This is an optimization exercise on Yosys and OpenROAD, whose aim is small area, not a production implementation.
Only simulation tests tie the RTL to the original design; equivalence was not proved.
Power figures rest on the tool's default switching activity, not on a simulated workload.

==> v39 <==
Design sdu_probe_dump_top, start of the top module:
module sdu_probe_dump_top (
    input  logic          clk,
    input  logic          rst,
    input  logic          start,
    input  logic          mode,
    input  logic [4:0]    ch_sel,
    input  logic [767:0]  probe,
    output logic [7:0]    tx_data,
    output logic          tx_valid,
    input  logic          tx_ready,
    output logic          busy,
    output logic          done,
    output logic          err
);
==> module sdu_probe_dump, before the edit <==
module sdu_probe_dump
#(
    parameter int NCH  = 24,
    parameter int DW   = 32
) (
    input  logic                clk,
    input  logic                rst,
    input  logic                start,
    input  logic                mode,
    input  logic [4:0]          ch_sel,
    input  logic [NCH*DW-1:0]   probe,
    output logic [7:0]          tx_data,
    output logic                tx_valid,
    input  logic                tx_ready,
    output logic                busy,
    output logic                done,
    output logic                err
);
    localparam logic [2:0] S_IDLE  = 3'd0;
    localparam logic [2:0] S_IDX   = 3'd1;
    localparam logic [2:0] S_COLON = 3'd2;
    localparam logic [2:0] S_DATA  = 3'd3;
    localparam logic [2:0] S_CR    = 3'd4;
    localparam logic [2:0] S_LF    = 3'd5;
    localparam logic [2:0] S_FIN   = 3'd6;
    logic [2:0]        state;
    logic [4:0]        c;        
    logic [2:0]        k;        
    logic              mode_r, bad_r;
    logic              ph;       
    logic [NCH*DW-1:0] snap;
    logic       idle, idle_n, bad_in, accept;
    logic [3:0] nib, dnib;
    logic [3:0] hexv;
    assign idle     = (state == S_IDLE);
    assign accept   = idle && start;
    assign idle_n   = (state == S_FIN) || (idle && !start);
    assign bad_in   = !mode && (ch_sel >= 5'd24);
    assign busy     = (state != S_IDLE) && (state != S_FIN);
    assign done     = (state == S_FIN);
    assign tx_valid = busy;
    logic ld, ld_n;
    always_ff @(posedge clk or posedge rst) begin
        if (rst) begin
            ld   <= 1'b1;
            ld_n <= 1'b0;
        end else begin
            ld   <= idle_n;
            ld_n <= ~idle_n;
        end
    end
    always_ff @(posedge clk) begin
        snap <= ~((snap | {(NCH*DW){ld}}) & (probe | {(NCH*DW){ld_n}}));
        ph   <= ld | ~ph;
    end
    logic [7:0]      ksel;
    logic [NCH-1:0]  csel;
    logic [3:0]      m1 [NCH];
    logic [3:0]      pr [NCH][4];
    logic [3:0]      q2 [NCH/2];
    always_comb begin
        for (int n = 0; n < 8; n++) ksel[n] = (~k == 3'(n));
        for (int ch = 0; ch < NCH; ch++) csel[ch] = (c == 5'(ch));
        for (int ch = 0; ch < NCH; ch++) begin
            for (int j = 0; j < 4; j++)
                pr[ch][j] = ~((snap[ch*DW + (2*j)*4 +: 4] & {4{ksel[2*j]}}) |
                              (snap[ch*DW + (2*j+1)*4 +: 4] & {4{ksel[2*j+1]}}));
            m1[ch] = ~(pr[ch][0] & pr[ch][1] & pr[ch][2] & pr[ch][3]);
        end
        for (int j = 0; j < NCH/2; j++)
            q2[j] = ~((m1[2*j] & {4{csel[2*j]}}) | (m1[2*j+1] & {4{csel[2*j+1]}}));
        nib = '0;
        for (int j = 0; j < NCH/2; j++) nib = nib | ~q2[j];
    end
    assign dnib = nib ^ {4{ph}};
    always_comb begin
        case (state)
            S_IDX:   hexv = k[0] ? c[3:0] : {3'b000, c[4]};
            default: hexv = dnib;
        endcase
    end
    always_comb begin
        case (state)
            S_COLON: tx_data = bad_r ? 8'h21 : 8'h3A;
            S_CR:    tx_data = 8'h0D;
            S_LF:    tx_data = 8'h0A;
            default: tx_data = (hexv < 4'd10) ? (8'h30 + {4'h0, hexv}) : (8'h37 + {4'h0, hexv});
        endcase
    end
    always_ff @(posedge clk or posedge rst) begin
        if (rst) begin
            state  <= S_IDLE;
            c      <= '0;
            k      <= '0;
            mode_r <= 1'b0;
            bad_r  <= 1'b0;
            err    <= 1'b0;
        end else begin
            case (state)
                S_IDLE: begin
                    k <= '0;
                    if (start) begin
                        mode_r <= mode;
                        bad_r  <= bad_in;
                        err    <= 1'b0;
                        c      <= mode ? 5'd0 : ch_sel;
                        state  <= bad_in ? S_COLON : S_IDX;
                    end
                end
                S_IDX: if (tx_ready) begin
                    k <= k[0] ? 3'd0 : 3'd1;
                    if (k[0]) state <= S_COLON;
                end
                S_COLON: if (tx_ready) begin
                    if (bad_r) begin
                        err   <= 1'b1;
                        state <= S_CR;
                    end else begin
                        state <= S_DATA;
                    end
                end
                S_DATA: if (tx_ready) begin
                    k <= k + 3'd1;
                    if (k == 3'd7) state <= S_CR;
                end
                S_CR: if (tx_ready) state <= S_LF;
                S_LF: if (tx_ready) begin
                    if (mode_r && (c != 5'd23)) begin
                        c     <= c + 5'd1;
                        state <= S_IDX;
                    end else begin
                        state <= S_FIN;
                    end
                end
                default: state <= S_IDLE;
            endcase
        end
    end
endmodule
Settings: LEC_CHECK=0, ABC_AREA=1, CAP_MARGIN=20, CORE_AREA=2 2 298 258, DIE_AREA=0 0 300 260, PLACE_DENSITY=0.6, SLEW_MARGIN=20; clock period 4.0 ns.
run.sh (not shown) runs the stock make flow with config.mk's settings and CLKGATE_MAP_FILE= SYNTH_SCRIPT=/design/flow/synth_recipe.tcl, a recipe that flattens the netlist after the stock synthesis.
==> inputs of v17, as changes to v39 <==
--- a/flow/design.v
+++ b/flow/design.v
@@ -106,4 +106,2 @@
     logic [3:0]      m1 [NCH];
-    logic [3:0]      pr [NCH][4];
-    logic [3:0]      q2 [NCH/2];
     always_comb begin
@@ -112,11 +110,8 @@
         for (int ch = 0; ch < NCH; ch++) begin
-            for (int j = 0; j < 4; j++)
-                pr[ch][j] = ~((snap[ch*DW + (2*j)*4 +: 4] & {4{ksel[2*j]}}) |
-                              (snap[ch*DW + (2*j+1)*4 +: 4] & {4{ksel[2*j+1]}}));
-            m1[ch] = ~(pr[ch][0] & pr[ch][1] & pr[ch][2] & pr[ch][3]);
-        end
-        for (int j = 0; j < NCH/2; j++)
-            q2[j] = ~((m1[2*j] & {4{csel[2*j]}}) | (m1[2*j+1] & {4{csel[2*j+1]}}));
+            m1[ch] = '0;
+            for (int n = 0; n < 8; n++)
+                m1[ch] = m1[ch] | (snap[ch*DW + n*4 +: 4] & {4{ksel[n]}});
+        end
         nib = '0;
-        for (int j = 0; j < NCH/2; j++) nib = nib | ~q2[j];
+        for (int ch = 0; ch < NCH; ch++) nib = nib | (m1[ch] & {4{csel[ch]}});
     end
CORE_AREA = not set   (was 2 2 298 258)
CORE_MARGIN = 2   (was not set)
CORE_UTILIZATION = 65   (was not set)
DIE_AREA = not set   (was 0 0 300 260)
PLACE_DENSITY = 0.75   (was 0.6)
==> run summary <==
|  | v39 | v17 |
|---|---|---|
| Net count of the mapped netlist | 4433 | 4465 |
| Mean post-synth cell area | 8.037 sq um | 7.995 sq um |
| Run status | finished with violations | aborted with a tool error |
| Failing step | - | I/O pin placement (3_2_place_iop) |
| Reasons for failing layout checks | negative setup slack | - |
| Most used standard cell by instance count after synthesis | sky130_fd_sc_hd__nand2_1 | sky130_fd_sc_hd__nand2_1 |
| Effective utilization at floorplan | 0.3919 | 0.6615 |
| Total number of yosys warnings | 4 | 2 |
| Most common flop cell mapped by yosys | sky130_fd_sc_hd__dfxtp_1 | sky130_fd_sc_hd__dfxtp_1 |
| # rows | 93 | 77 |
| Mux contribution to synthesized area | 0 | 0 |
| Leading area contributor after synthesis | sky130_fd_sc_hd__dfxtp_1 | sky130_fd_sc_hd__dfxtp_1 |
| Instance count of the mapped netlist | 3643 | 3675 |
| Post-synthesis instance area | 0.02928 sq mm | 0.02938 sq mm |
| Die X-Extent | 300 um | 216.6 um |
| Top-area cell type share of the netlist area | 0.5258 | 0.5240 |
| Xor/xnor share of the synthesized area | 0.0002991 | 0 |
| Adder-cell area share of the yosys netlist | 0.005128 | 0.005110 |
| Part of the Yosys area used for sequential elements | 0.5395 | 0.5376 |
| Number of flops mapped to enable cells by yosys | 0 | 0 |
| Number of distinct standard cells referenced by the synthesized netlist | 36 | 35 |
| Share of flip-flops with an asynchronous set or reset after synthesis | 0.02038 | 0.02038 |
| Compound-gate portion of the synthesized area | 0.1766 | 0.1759 |
| Floorplan die height | 260 um | 216.6 um |
| Area share of and/or/nand/nor cells after synthesis | 0.2180 | 0.2227 |
| Post-synthesis register bit count | 785 | 785 |

========
==> inputs of exp/delta <==
sdu_probe_dump_top, a different RTL version from the one above (not shown whole).
==> flow/design.v (excerpt) <==
module sdu_probe_dump_top (
    input  logic          clk,
    input  logic          rst,
    input  logic          start,
    input  logic          mode,
    input  logic [4:0]    ch_sel,
    input  logic [767:0]  probe,
    output logic [7:0]    tx_data,
    output logic          tx_valid,
    input  logic          tx_ready,
    output logic          busy,
    output logic          done,
    output logic          err
);
==> module sdu_probe_dump, before the edit <==
module sdu_probe_dump
#(
    parameter int NCH  = 24,
    parameter int DW   = 32
) (
    input  logic                clk,
    input  logic                rst,
    input  logic                start,
    input  logic                mode,
    input  logic [4:0]          ch_sel,
    input  logic [NCH*DW-1:0]   probe,
    output logic [7:0]          tx_data,
    output logic                tx_valid,
    input  logic                tx_ready,
    output logic                busy,
    output logic                done,
    output logic                err
);
    localparam logic [2:0] S_IDLE  = 3'd0;
    localparam logic [2:0] S_IDXH  = 3'd1;    
    localparam logic [2:0] S_IDXL  = 3'd2;    
    localparam logic [2:0] S_COLON = 3'd3;    
    localparam logic [2:0] S_DATA  = 3'd4;
    localparam logic [2:0] S_CR    = 3'd5;
    localparam logic [2:0] S_LF    = 3'd6;
    localparam logic [2:0] S_FIN   = 3'd7;
    logic [2:0]        state;
    logic [4:0]        c;        
    logic [2:0]        rp;       
    logic [3:0]        nq;       
    logic              mode_r, bad_r;
    logic              ld, ld_n;
    logic              ph;
    logic [NCH*DW-1:0] snap;
    logic [7:0]        txd;
    logic       idle, bad_in, take;
    logic [3:0] nib;
    logic [7:0] first_b, next_b;
    assign idle     = (state == S_IDLE);
    assign bad_in   = !mode && (ch_sel >= 5'd24);
    assign busy     = (state != S_IDLE) && (state != S_FIN);
    assign done     = (state == S_FIN);
    assign tx_valid = busy;
    assign tx_data  = txd;
    assign take     = tx_ready && busy;
    function automatic logic [7:0] hex(input logic [3:0] v);
        hex = (v < 4'd10) ? (8'h30 + {4'h0, v}) : (8'h37 + {4'h0, v});
    endfunction
    always_ff @(posedge clk or posedge rst) begin
        if (rst) begin
            ld   <= 1'b1;
            ld_n <= 1'b0;
        end else begin
            ld   <= (state == S_FIN) || (idle && !start);
            ld_n <= !((state == S_FIN) || (idle && !start));
        end
    end
    always_ff @(posedge clk) begin
        snap <= ~((snap | {(NCH*DW){ld}}) & (probe | {(NCH*DW){ld_n}}));
        ph   <= ld | ~ph;
    end
    logic [7:0]      nsel;
    logic [NCH-1:0]  csel;
    logic [3:0]      m1 [NCH];
    always_comb begin
        for (int n = 0; n < 8; n++) nsel[n] = (rp == 3'(n));
        for (int ch = 0; ch < NCH; ch++) csel[ch] = (c == 5'(ch));
        for (int ch = 0; ch < NCH; ch++) begin
            m1[ch] = '0;
            for (int n = 0; n < 8; n++)
                m1[ch] = m1[ch] | (snap[ch*DW + n*4 +: 4] & {4{nsel[n]}});
        end
        nib = '0;
        for (int ch = 0; ch < NCH; ch++) nib = nib | (m1[ch] & {4{csel[ch]}});
        nib = nib ^ {4{ph}};
    end
    assign first_b = bad_in ? 8'h21 : (!mode && ch_sel[4]) ? 8'h31 : 8'h30;
    always_comb begin
        case (state)
            S_IDXH:  next_b = hex(c[3:0]);
            S_IDXL:  next_b = 8'h3A;
            S_COLON: next_b = bad_r ? 8'h0D : hex(nq);
            S_DATA:  next_b = (rp == 3'd6) ? 8'h0D : hex(nq);
            S_CR:    next_b = 8'h0A;
            default: next_b = (c >= 5'd15) ? 8'h31 : 8'h30;    
        endcase
    end
    always_ff @(posedge clk) begin
        if (idle)      txd <= first_b;
        else if (take) txd <= next_b;
    end
    always_ff @(posedge clk) begin
        if (take || !((state == S_COLON) || (state == S_DATA))) nq <= nib;
    end
    always_ff @(posedge clk or posedge rst) begin
        if (rst) begin
            state  <= S_IDLE;
            c      <= '0;
            rp     <= 3'd7;
            mode_r <= 1'b0;
            bad_r  <= 1'b0;
            err    <= 1'b0;
        end else begin
            case (state)
                S_IDLE: begin
                    rp <= 3'd7;
                    if (start) begin
                        mode_r <= mode;
                        bad_r  <= bad_in;
                        err    <= 1'b0;
                        c      <= mode ? 5'd0 : ch_sel;
                        state  <= bad_in ? S_COLON : S_IDXH;
                    end
                end
                S_IDXH:  if (tx_ready) state <= S_IDXL;
                S_IDXL:  if (tx_ready) begin
                    rp    <= 3'd6;
                    state <= S_COLON;
                end
                S_COLON: if (tx_ready) begin
                    if (bad_r) begin
                        err   <= 1'b1;
                        state <= S_CR;
                    end else begin
                        rp    <= 3'd5;
                        state <= S_DATA;
                    end
                end
                S_DATA: if (tx_ready) begin
                    rp <= rp - 3'd1;
                    if (rp == 3'd6) state <= S_CR;
                end
                S_CR: begin
                    rp <= 3'd7;
                    if (tx_ready) state <= S_LF;
                end
                S_LF: if (tx_ready) begin
                    if (mode_r && (c != 5'd23)) begin
                        c     <= c + 5'd1;
                        state <= S_IDXH;
                    end else begin
                        state <= S_FIN;
                    end
                end
                default: state <= S_IDLE;
            endcase
        end
    end
endmodule
Settings: LEC_CHECK=0, ABC_AREA=1, CAP_MARGIN=20, CORE_AREA=2 2 298 258, DIE_AREA=0 0 300 260, PLACE_DENSITY=0.6, SETUP_SLACK_MARGIN=0.1, SLEW_MARGIN=20; clock period 4.0 ns.
standard.sh (not shown) runs the stock make flow with config.mk's settings and CLKGATE_MAP_FILE= SYNTH_SCRIPT=/design/flow/synth_recipe.tcl, a recipe that flattens the netlist after the stock synthesis.
==> flow/flow/run.sh <==
#!/bin/bash
# Own layout flow: the standard ORFS flow (standard.sh) with two changes.
#  1. Synthesis is synth_recipe.tcl unchanged, except that the final ABC
#     technology mapping of the combinational logic uses the area-oriented
#     script flow/abc_area.script. Registers are mapped before ABC runs, so
#     they come out exactly as in the standard synthesis.
#  2. Port buffers are sky130_fd_sc_hd__buf_1 (buffer_ports -buffer_cell).
#  3. Clock tree synthesis without dummy loads, from smaller clock buffers.
# Each step's full output goes to a log file in this folder.
set -euo pipefail
W=$PWD

cat > "$W/own_synth.tcl" <<TCL
# Same as synth_recipe.tcl, with ABC's script replaced.
proc abc {args} {
  set i [lsearch -exact \$args -script]
  if {\$i >= 0} { lset args [expr {\$i + 1}] {$W/flow/abc_area.script} }
  yosys abc {*}\$args
}
source {$W/synth_recipe.tcl}
TCL

bash standard.sh SYNTH_SCRIPT="$W/own_synth.tcl" synth > "$W/log_synth.txt" 2>&1
export CTS_ARGS="-sink_clustering_enable -repair_clock_nets -dont_use_dummy_load -buf_list {sky130_fd_sc_hd__clkbuf_4 sky130_fd_sc_hd__clkbuf_8}"
BUFFER_PORTS_ARGS="-buffer_cell sky130_fd_sc_hd__buf_1" \
  bash standard.sh SYNTH_SCRIPT="$W/own_synth.tcl" finish > "$W/log_layout.txt" 2>&1
test -s "$W/out/final.def"
==> flow/flow/abc_area.script <==
strash
balance
dch
amap
topo
dnsize -c
==> exp/onyx (differences from exp/delta) <==
--- a/flow/design.v
+++ b/flow/design.v
@@ -111,3 +111,5 @@
     logic [NCH-1:0]  csel;
-    logic [3:0]      m1 [NCH];
+    logic [1:0]      hp [8][4];      
+    logic [5:0]      g2;
+    logic [3:0]      raw;
     always_comb begin
@@ -115,10 +117,27 @@
         for (int ch = 0; ch < NCH; ch++) csel[ch] = (c == 5'(ch));
-        for (int ch = 0; ch < NCH; ch++) begin
-            m1[ch] = '0;
-            for (int n = 0; n < 8; n++)
-                m1[ch] = m1[ch] | (snap[ch*DW + n*4 +: 4] & {4{nsel[n]}});
-        end
-        nib = '0;
-        for (int ch = 0; ch < NCH; ch++) nib = nib | (m1[ch] & {4{csel[ch]}});
-        nib = nib ^ {4{ph}};
+        for (int n = 0; n < 8; n++)
+            for (int b = 0; b < 4; b++)
+                for (int h = 0; h < 2; h++) begin
+                    logic [3:0] g;
+                    for (int j = 0; j < 4; j++) begin
+                        int ch;
+                        ch = 12*h + 3*j;
+                        g[j] = ~((snap[ch*DW + n*4 + b]     & csel[ch]) |
+                                 (snap[(ch+1)*DW + n*4 + b] & csel[ch+1]) |
+                                 (snap[(ch+2)*DW + n*4 + b] & csel[ch+2]));
+                    end
+                    hp[n][b][h] = ~(&g);
+                end
+        for (int b = 0; b < 4; b++) begin
+            for (int k = 0; k < 5; k++) begin
+                int i0, i1, i2;
+                i0 = 3*k; i1 = 3*k + 1; i2 = 3*k + 2;
+                g2[k] = ~((hp[i0/2][b][i0%2] & nsel[i0/2]) |
+                          (hp[i1/2][b][i1%2] & nsel[i1/2]) |
+                          (hp[i2/2][b][i2%2] & nsel[i2/2]));
+            end
+            g2[5] = ~(hp[7][b][1] & nsel[7]);
+            raw[b] = ~(&g2);
+        end
+        nib = raw ^ {4{ph}};
     end
--- a/flow/flow/run.sh
+++ b/flow/flow/run.sh
@@ -23,3 +23,3 @@
 bash standard.sh SYNTH_SCRIPT="$W/own_synth.tcl" synth > "$W/log_synth.txt" 2>&1
-export CTS_ARGS="-sink_clustering_enable -repair_clock_nets -dont_use_dummy_load -buf_list {sky130_fd_sc_hd__clkbuf_4 sky130_fd_sc_hd__clkbuf_8}"
+export CTS_ARGS="-sink_clustering_enable -repair_clock_nets -dont_use_dummy_load -sink_clustering_size 30 -sink_clustering_max_diameter 80 -buf_list {sky130_fd_sc_hd__clkbuf_8 sky130_fd_sc_hd__clkbuf_16}"
 BUFFER_PORTS_ARGS="-buffer_cell sky130_fd_sc_hd__buf_1" \
==> flow/flow/abc_area.script (replaced) <==
&get -n
&st
&nf -R 1000
&put
topo
dnsize -c
==> exp/umber (differences from exp/delta) <==
--- a/flow/design.v
+++ b/flow/design.v
@@ -111,3 +111,5 @@
     logic [NCH-1:0]  csel;
-    logic [3:0]      m1 [NCH];
+    logic [1:0]      hp [8][4];      
+    logic [5:0]      g2;
+    logic [3:0]      raw;
     always_comb begin
@@ -115,10 +117,27 @@
         for (int ch = 0; ch < NCH; ch++) csel[ch] = (c == 5'(ch));
-        for (int ch = 0; ch < NCH; ch++) begin
-            m1[ch] = '0;
-            for (int n = 0; n < 8; n++)
-                m1[ch] = m1[ch] | (snap[ch*DW + n*4 +: 4] & {4{nsel[n]}});
-        end
-        nib = '0;
-        for (int ch = 0; ch < NCH; ch++) nib = nib | (m1[ch] & {4{csel[ch]}});
-        nib = nib ^ {4{ph}};
+        for (int n = 0; n < 8; n++)
+            for (int b = 0; b < 4; b++)
+                for (int h = 0; h < 2; h++) begin
+                    logic [3:0] g;
+                    for (int j = 0; j < 4; j++) begin
+                        int ch;
+                        ch = 12*h + 3*j;
+                        g[j] = ~((snap[ch*DW + n*4 + b]     & csel[ch]) |
+                                 (snap[(ch+1)*DW + n*4 + b] & csel[ch+1]) |
+                                 (snap[(ch+2)*DW + n*4 + b] & csel[ch+2]));
+                    end
+                    hp[n][b][h] = ~(&g);
+                end
+        for (int b = 0; b < 4; b++) begin
+            for (int k = 0; k < 5; k++) begin
+                int i0, i1, i2;
+                i0 = 3*k; i1 = 3*k + 1; i2 = 3*k + 2;
+                g2[k] = ~((hp[i0/2][b][i0%2] & nsel[i0/2]) |
+                          (hp[i1/2][b][i1%2] & nsel[i1/2]) |
+                          (hp[i2/2][b][i2%2] & nsel[i2/2]));
+            end
+            g2[5] = ~(hp[7][b][1] & nsel[7]);
+            raw[b] = ~(&g2);
+        end
+        nib = raw ^ {4{ph}};
     end
@@ -144,50 +163,19 @@
         if (rst) begin
-            state  <= S_IDLE;
-            c      <= '0;
-            rp     <= 3'd7;
-            mode_r <= 1'b0;
-            bad_r  <= 1'b0;
-            err    <= 1'b0;
+            state <= S_IDLE;
+            err   <= 1'b0;
         end else begin
             case (state)
-                S_IDLE: begin
-                    rp <= 3'd7;
-                    if (start) begin
-                        mode_r <= mode;
-                        bad_r  <= bad_in;
-                        err    <= 1'b0;
-                        c      <= mode ? 5'd0 : ch_sel;
-                        state  <= bad_in ? S_COLON : S_IDXH;
-                    end
+                S_IDLE:  if (start) begin
+                    err   <= 1'b0;
+                    state <= bad_in ? S_COLON : S_IDXH;
                 end
                 S_IDXH:  if (tx_ready) state <= S_IDXL;
-                S_IDXL:  if (tx_ready) begin
-                    rp    <= 3'd6;
-                    state <= S_COLON;
-                end
+                S_IDXL:  if (tx_ready) state <= S_COLON;
                 S_COLON: if (tx_ready) begin
-                    if (bad_r) begin
-                        err   <= 1'b1;
-                        state <= S_CR;
-                    end else begin
-                        rp    <= 3'd5;
-                        state <= S_DATA;
-                    end
-                end
-                S_DATA: if (tx_ready) begin
-                    rp <= rp - 3'd1;
-                    if (rp == 3'd6) state <= S_CR;
-                end
-                S_CR: begin
-                    rp <= 3'd7;
-                    if (tx_ready) state <= S_LF;
-                end
-                S_LF: if (tx_ready) begin
-                    if (mode_r && (c != 5'd23)) begin
-                        c     <= c + 5'd1;
-                        state <= S_IDXH;
-                    end else begin
-                        state <= S_FIN;
-                    end
-                end
+                    if (bad_r) err <= 1'b1;
+                    state <= bad_r ? S_CR : S_DATA;
+                end
+                S_DATA:  if (tx_ready && (rp == 3'd6)) state <= S_CR;
+                S_CR:    if (tx_ready) state <= S_LF;
+                S_LF:    if (tx_ready) state <= (mode_r && (c != 5'd23)) ? S_IDXH : S_FIN;
                 default: state <= S_IDLE;
@@ -195,2 +183,20 @@
         end
+    end
+    always_ff @(posedge clk) begin
+        case (state)
+            S_IDLE: begin
+                rp <= 3'd7;
+                if (start) begin
+                    mode_r <= mode;
+                    bad_r  <= bad_in;
+                    c      <= mode ? 5'd0 : ch_sel;
+                end
+            end
+            S_IDXL:  if (tx_ready) rp <= 3'd6;
+            S_COLON: if (tx_ready) rp <= 3'd5;
+            S_DATA:  if (tx_ready) rp <= rp - 3'd1;
+            S_CR:    rp <= 3'd7;
+            S_LF:    if (tx_ready && mode_r && (c != 5'd23)) c <= c + 5'd1;
+            default: ;
+        endcase
     end
--- a/flow/flow/run.sh
+++ b/flow/flow/run.sh
@@ -7,3 +7,4 @@
 #  2. Port buffers are sky130_fd_sc_hd__buf_1 (buffer_ports -buffer_cell).
-#  3. Clock tree synthesis without dummy loads, from smaller clock buffers.
+#  3. Clock tree synthesis without dummy loads, with larger sink clusters
+#     (up to 30 flip-flops per clock buffer).
 # Each step's full output goes to a log file in this folder.
@@ -23,3 +24,3 @@
 bash standard.sh SYNTH_SCRIPT="$W/own_synth.tcl" synth > "$W/log_synth.txt" 2>&1
-export CTS_ARGS="-sink_clustering_enable -repair_clock_nets -dont_use_dummy_load -buf_list {sky130_fd_sc_hd__clkbuf_4 sky130_fd_sc_hd__clkbuf_8}"
+export CTS_ARGS="-sink_clustering_enable -repair_clock_nets -dont_use_dummy_load -sink_clustering_size 30 -sink_clustering_max_diameter 80 -buf_list {sky130_fd_sc_hd__clkbuf_8 sky130_fd_sc_hd__clkbuf_16}"
 BUFFER_PORTS_ARGS="-buffer_cell sky130_fd_sc_hd__buf_1" \
==> flow/flow/abc_area.script (replaced) <==
&get -n
&st
&nf -R 1000
&put
topo
dnsize -c
--- a/flow/config.mk
+++ b/flow/config.mk
@@ -9,5 +9,5 @@
 export CAP_MARGIN = 20
-export CORE_AREA = 2 2 298 258
-export DIE_AREA = 0 0 300 260
-export PLACE_DENSITY = 0.6
+export CORE_AREA = 2 2 278 260
+export DIE_AREA = 0 0 280 262
+export PLACE_DENSITY = 0.75
 export SETUP_SLACK_MARGIN = 0.1
==> run summary <==
| item | exp/onyx | exp/umber | exp/delta |
|---|---|---|---|
| Run status | complete, no violations | complete, no violations | complete, no violations |
| Average routed wire per standard cell | 28.1 µm | 27.7 µm | 26.0 µm |
| Std cell rows | 93 | 94 | 93 |
| Synthesized-area fraction occupied by xor and xnor cells | 0.00377 | 0.00378 | 0 |
| Filler Cells Inserted | 7387 | 6711 | 7318 |
| Dominant cell by count in the synthesized netlist | - | sky130_fd_sc_hd__dfxtp_1 | sky130_fd_sc_hd__o22ai_1 |
| Peak Freq | 0.268 GHz | 0.255 GHz | 0.271 GHz |
| Cell depth of the worst flop-to-flop path | 11 | 10 | 11 |
| Vias per inst | 6.20 | 6.47 | 5.97 |
| Detailed-routing wirelength on met1 | 45500 µm | 41600 µm | 47100 µm |
| Wire length of the first global-routing pass | 159000 µm | 154000 µm | 160000 µm |
| Number of DRC markers in iteration 0 | 4269 | 4122 | 2297 |
| Skew-Pair Late Insertion Delay | 600 ps | 600 ps | 770 ps |
| Min setup slack post-route | 269 ps | 73.2 ps | 313 ps |
| Post-synthesis mux area share | 0.00343 | 0.000442 | 0 |
| Clock distribution area overhead in the final layout | 0.0301 | 0.0319 | 0.0550 |
| CP most frequent cell | - | sky130_fd_sc_hd__nand4_1 | sky130_fd_sc_hd__nor4_1 |
| Most common cell after layout, fill and taps aside | sky130_fd_sc_hd__buf_1 | sky130_fd_sc_hd__buf_1 | sky130_fd_sc_hd__o22ai_1 |
| Comb pwr | 9.58 mW | 9.36 mW | 11.1 mW |
| Die Footprint | 78000 µm² | 73400 µm² | 78000 µm² |
| Total of hold buffers inserted after clock tree synthesis | 0 | 0 | 1 |
| N_diodes | 27 | 10 | 10 |
| Transition at the pin with the smallest max-transition slack | 1070 ps | 908 ps | 906 ps |

-- port drivers added, routing unchanged --
The flow's constraints put no driver on any port. The routed layouts listed below were extracted and timed again, unchanged, in two steps.
Step 1 sets driving cells, clkbuf_16 on the clock port and buf_2 on the other inputs (assumed; they add their load-dependent delay and slew).
Step 2 adds t to the input delays and takes it off the output delays; t is the mean of the earliest and latest rising clock arrival at the registers after step 1. Input paths then give back, and output paths get back, about the clock's delay inside the block.
a / b / c = no drivers / after step 1 / after step 2; a / b = the first two.
run | t (ns) | slack for setup (ns) | worst hold slack (ns) | latest minus earliest clock arrival (ns) | worst data-port slew with drivers (ns)
v39 | 0.707 | -0.589 / -0.657 / 0.050 | 0.442 / 0.442 / 0.442 | 0.044 / 0.044 | 0.22
exp/delta | 0.804 | 0.313 / 0.313 / 0.313 | 0.202 / 0.168 / 0.429 | 0.066 / 0.067 | 0.15
exp/onyx | 0.625 | 0.269 / 0.269 / 0.269 | 0.224 / 0.228 / 0.444 | 0.086 / 0.086 | 0.17
exp/umber | 0.617 | 0.073 / 0.073 / 0.073 | 0.113 / 0.091 / 0.445 | 0.091 / 0.091 | 0.16
